Background: an optimization exercise with open tools, aiming at small area and a short achievable clock period. Do not read the settings as production practice.
In this exercise RTL edits were held to simulation tests only and were not proved equivalent to the original.
Power is estimated from default activity; no workload was simulated.

<file path="design.v">
`timescale 1ns/100ps
module sa_top
(
    input  logic        clk,
    input  logic        arst_n_i,
    input  logic        psel,
    input  logic        penable,
    input  logic        pwrite,
    input  logic [11:0] paddr,
    input  logic [31:0] pwdata,
    output logic [31:0] prdata,
    output logic        pready,
    output logic        pslverr
);
    localparam int CW = 19;
    logic [32*8-1:0] a_q;         
    logic [32*8-1:0] b_q;         
    logic [8*CW-1:0] r0_q;        
    logic [8*CW-1:0] r1_q;
    logic [8*16-1:0] p_q;
    logic [3:0]     len_q;
    logic           done_q;
    logic           cvalid_q;
    logic           phase_q;
    logic           mul_act_q;
    logic           add_act_q;
    logic           add_clr_q;
    logic [3:0]     mstep_q;
    logic           busy;
    assign busy = mul_act_q | add_act_q;
    logic       setup;
    logic       hit_ctrl, hit_status, hit_len, hit_a, hit_b, hit_c, mapped;
    logic       len_ok;
    logic       err;
    logic [4:0] idx;
    logic [7:0] ab_word;
    logic [CW-1:0] c_word;
    logic [CW-1:0] rdata;
    assign setup      = psel & ~penable;
    assign hit_ctrl   = paddr == 12'h000;
    assign hit_status = paddr == 12'h004;
    assign hit_len    = paddr == 12'h008;
    assign hit_a      = (paddr[11:7] == 5'b00010) & (paddr[1:0] == 2'b00);
    assign hit_b      = (paddr[11:7] == 5'b00100) & (paddr[1:0] == 2'b00);
    assign hit_c      = (paddr[11:6] == 6'b001100) & (paddr[1:0] == 2'b00);
    assign mapped     = hit_ctrl | hit_status | hit_len | hit_a | hit_b | hit_c;
    assign idx        = paddr[6:2];
    assign len_ok     = (pwdata[31:4] == 28'd0) & (pwdata[3:0] != 4'd0) & (pwdata[3:0] <= 4'd8);
    assign err = ~mapped
               | (pwrite & busy & (hit_a | hit_b | hit_len))
               | (pwrite & hit_len & ~len_ok)
               | (pwrite & hit_ctrl & pwdata[0] & busy);
    logic [2:0] c_mac;
    logic       c_in_r1;
    assign c_mac   = {paddr[5:4], paddr[2]};
    assign c_in_r1 = paddr[3] == phase_q;
    assign c_word  = c_in_r1 ? r1_q[c_mac*CW +: CW] : r0_q[c_mac*CW +: CW];
    assign ab_word = hit_a ? a_q[idx*8 +: 8] : b_q[idx*8 +: 8];
    always_comb begin
        rdata = '0;
        if (hit_status) rdata[1:0] = {done_q, busy};
        if (hit_len)    rdata[3:0] = len_q;
        if (hit_a | hit_b) rdata = {{(CW-8){ab_word[7]}}, ab_word};
        if (hit_c & cvalid_q) rdata = c_word;
    end
    logic [CW-1:0] rdata_q;
    logic          err_q;
    logic          we_a_q, we_b_q, we_len_q, start_q;
    logic [4:0]    idx_q;
    always_ff @(posedge clk) begin
        rdata_q <= rdata;
        err_q   <= err;
        idx_q   <= idx;
    end
    always_ff @(posedge clk or negedge arst_n_i) begin
        if (!arst_n_i) begin
            we_a_q   <= 1'b0;
            we_b_q   <= 1'b0;
            we_len_q <= 1'b0;
            start_q  <= 1'b0;
        end else begin
            we_a_q   <= setup & pwrite & hit_a & ~busy;
            we_b_q   <= setup & pwrite & hit_b & ~busy;
            we_len_q <= setup & pwrite & hit_len & ~busy & len_ok;
            start_q  <= setup & pwrite & hit_ctrl & pwdata[0] & ~busy;
        end
    end
    assign prdata  = {{(32-CW){rdata_q[CW-1]}}, rdata_q};
    assign pslverr = err_q;
    assign pready  = 1'b1;
    always_ff @(posedge clk) begin
        for (int i = 0; i < 32; i++) begin
            if (we_a_q && idx_q == 5'(i)) a_q[i*8 +: 8] <= pwdata[7:0];
            if (we_b_q && idx_q == 5'(i)) b_q[i*8 +: 8] <= pwdata[7:0];
        end
    end
    always_ff @(posedge clk or negedge arst_n_i) begin
        if (!arst_n_i) begin
            len_q     <= 4'd1;
            done_q    <= 1'b0;
            cvalid_q  <= 1'b0;
            phase_q   <= 1'b0;
            mul_act_q <= 1'b0;
            add_act_q <= 1'b0;
            add_clr_q <= 1'b0;
            mstep_q   <= 4'd0;
        end else begin
            phase_q   <= ~phase_q;
            add_act_q <= mul_act_q;
            add_clr_q <= mul_act_q & (mstep_q[3:1] == 3'd0);
            if (we_len_q) len_q <= pwdata[3:0];
            if (start_q) begin
                mul_act_q <= 1'b1;
                mstep_q   <= 4'd0;
                done_q    <= 1'b0;
                cvalid_q  <= 1'b1;
            end else begin
                if (mul_act_q) begin
                    mstep_q <= mstep_q + 4'd1;
                    if (mstep_q == {len_q[2:0] - 3'd1, 1'b1}) mul_act_q <= 1'b0;
                end
                if (add_act_q & ~mul_act_q) done_q <= 1'b1;
            end
        end
    end
    logic [2:0]        k;
    logic              s_next;
    logic [4*8-1:0]    a_op;
    logic [2*8-1:0]    b_op;
    logic [8*16-1:0]   prod;
    assign k      = mstep_q[3:1];
    assign s_next = ~phase_q;     
    always_comb begin
        for (int h = 0; h < 4; h++) begin
            a_op[h*8 +: 8] = mul_act_q ? a_q[(h*8 + int'(k))*8 +: 8] : 8'd0;
        end
        for (int j = 0; j < 2; j++) begin
            b_op[j*8 +: 8] = b_q[(int'(k)*4 + j + (s_next ? 2 : 0))*8 +: 8];
        end
    end
    genvar gh, gj;
    generate
        for (gh = 0; gh < 4; gh++) begin : g_h
            for (gj = 0; gj < 2; gj++) begin : g_j
                localparam int M = gh*2 + gj;
                logic signed [7:0]  am;
                logic signed [7:0]  bm;
                logic signed [15:0] pm;
                assign am = a_op[gh*8 +: 8];
                assign bm = b_op[gj*8 +: 8];
                assign pm = am * bm;
                assign prod[M*16 +: 16] = pm;
            end
        end
    endgenerate
    always_ff @(posedge clk) begin
        p_q <= prod;
        for (int m = 0; m < 8; m++) begin
            r0_q[m*CW +: CW] <= (add_clr_q ? CW'(0) : r1_q[m*CW +: CW])
                              + {{(CW-16){p_q[m*16+15]}}, p_q[m*16 +: 16]};
        end
        r1_q <= r0_q;
    end
endmodule
</file>
<file path="run.sh">
#!/bin/bash
# synth_recipe.tcl (not shown) runs the flow's synth.tcl, then flattens the netlist and writes it again
# the make line also repeats each setting of config.mk as NAME=value (left out here)
make -C /OpenROAD-flow-scripts/flow DESIGN_CONFIG=/design/flow/config.mk WORK_HOME=/design/flow/orfs CLKGATE_MAP_FILE= SYNTH_SCRIPT=/design/flow/synth_recipe.tcl finish
</file>
<file path="config.mk">
export PLATFORM = sky130hd
export DESIGN_NAME = sa_top
export DESIGN_NICKNAME = sa_top
export VERILOG_FILES = /design/flow/design.v
export SDC_FILE = /design/flow/constraint.sdc
export NUM_CORES = 4
export LEC_CHECK = 0
export CAP_MARGIN = 20
export CORE_MARGIN = 2
export CORE_UTILIZATION = 40
export SLEW_MARGIN = 20
</file>
<file path="constraint.sdc">
create_clock -name core_clock -period 10.0 [get_ports {clk}]
set_input_delay 2.0000 -clock core_clock [delete_from_list [all_inputs] [get_ports {clk}]]
set_output_delay 2.0000 -clock core_clock [all_outputs]
set_load 0.01 [all_outputs]
</file>
==> out/metrics.yaml <==
synth:
  synth_edf_count: 512
  synthCells: 5624
  synth_cell_types: 84
  synthFlopType: "edfxtp_1"
  synthArstFlopShare_pct: 1.82
  yosysWarningCount: 1
  ys_seq_elements: 987
  yosysSeqAreaShare_pct: 38.6
  yosys-top-cells-area: "edfxtp_1 (24%), dfxtp_1 (14%), fa_1 (14%), mux4_2 (10%), ha_1 (7.3%)"
  synth.top_cell.area_share_pct: 23.8
  synth_largest_area_cell: "edfxtp_1"
  syn_avg_cell_area_um2: 11.5
  syn_nets: 6499
  syn_area_mm2: 0.0646
finish:
  areaGrowthSynthToFinish_pct: 10.6
  drive_above_1_share_pct: 13.4
  fin_area_mm2: 0.0715
  fin_nets: 6526
  stdcell_count: 7900
  fin_util_pct: 44.5
clock_tree:
  cts_buffers: 104
  root_buffer: "clkbuf_16"
  post_cts_buffers: 0
  cts_htree_levels: 3
  clk_path_buf_depth: 3
  clock-sinks: 987
  post_cts_resize_count: 0
  hold_buffers: 0
  cts_tree: "yes"
  clock_latency_ns: 0.77
  clkTransAtPathRegs_ns: 0.07
placement:
  place_ws_ns: 2.85
  dp_hpwl_um: 130000
  numPlacedInstances: 7703
  gp_congestion: 0.903
  io_buffers: 81
  place_area_mm2: 0.0678
global_routing:
  grt_pass1_wl_um: 274000
  grt_start_max_net_pins: 84
  grt_overflow: 0
  antenna_found_initial: 6
  track_usage_pct: 22.2
  grt_pass1_vias: 44100
setup_path:
  r2r_slack_ns: 2.80
  crit_path_start_kind: "flip-flop"
  critPathKind: "flip-flop to flip-flop"
  rr_worst_depth: 21
  reg2reg_to: "p_q[14]"
  r2r_start: "phase_q"
  end_kind: "flip-flop"
  crit_arrival_ns: 7.81
  cp_max_fo: 32
  cp.required_ns: 10.60
floorplanning:
  core-area_mm2: 0.161
  start_util_pct: 40.2
  rows: 147
  dieArea_mm2: 0.165
  die-height_um: 406
  fp.dieW_um: 406
  pin_count: 83
power_and_ir_drop:
  total_power_mw: 10.8
  cellPowerDensity_mw_per_mm2: 151
  p_leak_nw: 29.1
  peakVddDrop_mv: 0.148
worst_hold_path:
  hold_class: "flip-flop to flip-flop"
  hold_depth: 0
  hold_end: "r1_q[135]"
  worstHoldStart: "r0_q[135]"
flow_run:
  max_cap_viol_count: 0
drt:
  drc_errors: 0
  wire_per_inst_um: 22.8
  ant_nets: 0
  drt_iter0_markers: 4195
  firstDrtPassIters: 5
  totalWireLength_um: 180000
  avgViaCountPerCell: 5.44
  via_count: 43000
timing:
  fin_worst_skew_ns: 0.0678
  fin_crit_ns: 7.20
  final.setup.worst_slack_ns: 2.80
  whs_ns: 0.312
  worst-slew-pin-transition_ns: 1.19
  final_hold_viol_count: 0
  clock.fmax_mhz: 139
  tns_ns: 0
  finalSetupViolCount: 0
  rsz0062_at_grt: "false"
  slew_headroom_pct: 20.1
  slew_viol_final: 0
  min_period_over_period_pct: 72.0
run_status:
  status: "no timing/DRC/antenna violations"
worst max-delay path: stages, from the launching register on:
cell and delay [ns]:
dfrtp_4 0.91, buf_4 0.63, mux4_2 0.64, mux2i_1 0.15, nand2_1 0.24, o21ai_2 0.14
buf_4 0.40, nand2b_1 0.20, fa_1 0.43, fa_1 0.51, inv_1 0.05, fa_1 0.52
inv_1 0.05, fa_1 0.47, inv_1 0.04, ha_1 0.30, o21ai_0 0.11, a21oi_1 0.12
o21ai_0 0.26, a21oi_1 0.18, o31a_1 0.27, o311ai_0 0.37
layout by cell type, fill, tap and decap left out, drive strengths merged, types with 23 or more instances in the layout:
cell type and count:
o21ai 148, nor3 60, fa 448, mux2 54
and2 26, a21o 51, xor2 59, or2 64
clkinv 32, xnor2 188, buf 101, a2111oi 23
dfxtp 457, edfxtp 512, ha 378, nand3 128
nand4 44, nand2b 99, inv 787, clkbuf 143
nor2 555, nor2b 172, and3 30, a21oi 154
o21bai 43, o21a 32, mux2i 71, nand2 217
mux4 307, clkdlybuf4s50 69
cells in the mapped netlist (all sizes together) (9+ instances only):
| library cell | number |
|---|---|
| o21ba | 9 |
| dfrtp | 17 |
| a21oi | 154 |
| and3 | 30 |
| o21ai | 148 |
| a31oi | 15 |
| clkbuf | 139 |
| o22ai | 12 |
| a211oi | 11 |
| nor2b | 172 |
| buf | 111 |
| dfxtp | 457 |
| inv | 780 |
| mux2i | 71 |
| o2111ai | 20 |
| xnor2 | 188 |
| a21o | 51 |
| mux4 | 307 |
| nand2 | 217 |
| and2 | 26 |
| nand2b | 99 |
| a22o | 9 |
| o31ai | 20 |
| or2 | 64 |
| fa | 448 |
| o21a | 32 |
| nor3b | 14 |
| a2111oi | 23 |
| edfxtp | 512 |
| a31o | 12 |
| o311a | 11 |
| nor2 | 555 |
| o31a | 9 |
| xor2 | 59 |
| o211ai | 9 |
| mux2 | 54 |
| nand4 | 44 |
| ha | 378 |
| a22oi | 12 |
| a221oi | 17 |
| nand3 | 128 |
| o21bai | 43 |
| nor3 | 60 |
| nor4 | 16 |
worst max path at each step:
stage / from / end / slack (ns) / cells past startpoint
after floorplan: mstep_q[1] / p_q[94] / 3.70 / 23
after global placement: phase_q / p_q[94] / 2.94 / 19
after detailed placement: phase_q / p_q[14] / 2.85 / 21
after CTS: phase_q / p_q[31] / 2.77 / 20
after global routing: phase_q / p_q[14] / 2.34 / 21
final: phase_q / p_q[14] / 2.80 / 21
power breakdown:
part	switching [mW]	leakage, nW	internal (mW)	total (mW)
clock	1.73	1.75	2.32	4.05
combinational	1.07	18.7	0.881	1.95
sequential	0.173	8.62	4.64	4.82
registers in the layout, summed over array words and instances (netlist names), 4 cells and up:
register and count:
r0_q 152, r1_q 152, a_q 256, p_q 128, idx_q 5, len_q 4
b_q 256, rdata_q 19, mstep_q 4
cell type report:
type | count | area [um2]
clock inverters | 51 | 674
multi-input cells | 3605 | 35700
inverters | 782 | 2940
repair buffers | 171 | 1490
flip-flops and latches | 987 | 25000
well taps | 2160 | 2700
diodes | 2 | 5.00
fillers | 14700 | 89100
clock buffers | 142 | 2940
metal layers:
metal / vias to the layer above / share of wire (%) / GRT usage [%]
li1: 19500 / - / -
met1: 21400 / 42 / 30.5
met2: 1809 / 45 / 34.8
met3: 313 / 9.0 / 4.88
met4: 0 / 3.3 / 7.28
met5: - / 0 / 0
logic make-up after synthesis:
| group | count (synthesis) | synth area share (%) |
|---|---|---|
| xor+xnor | 247 | 3.36 |
| simple gates | 1449 | 10.9 |
| fa+ha+maj | 826 | 21.2 |
| other cells | 1 | 0.00580 |
| buf+inv | 1032 | 6.38 |
| compound gates | 650 | 6.76 |
| mux | 432 | 12.8 |
| flops | 987 | 38.6 |

-- port drivers added, routing unchanged --
The flow's constraints put no driver on any port. The routed layout listed below was extracted and timed again, unchanged, in two steps.
Step 1: set_driving_cell puts a clkbuf_16 on clk and a buf_2 on each other input, an assumption about the parent block.
Step 2 adds t to the input delays and takes it off the output delays; t is the mean of the earliest and latest rising clock arrival at the registers after step 1. Input paths then give back, and output paths get back, about the clock's delay inside the block.
Three values: no drivers, after step 1, after step 2; two values: the first two.
t, ns: 0.809
setup WS [ns]: 2.795 / 2.795 / 2.795
worst hold slack (ns): 0.312 / 0.312 / 0.312
latest minus earliest clock arrival (ns): 0.069 / 0.069
slew at the worst register clock pin (ns): 0.07 / 0.07
After both steps setup and hold are still met in this run. For this run, drivers alone change the setup slack by 0.000 ns; drivers and shift together by 0.000 ns.
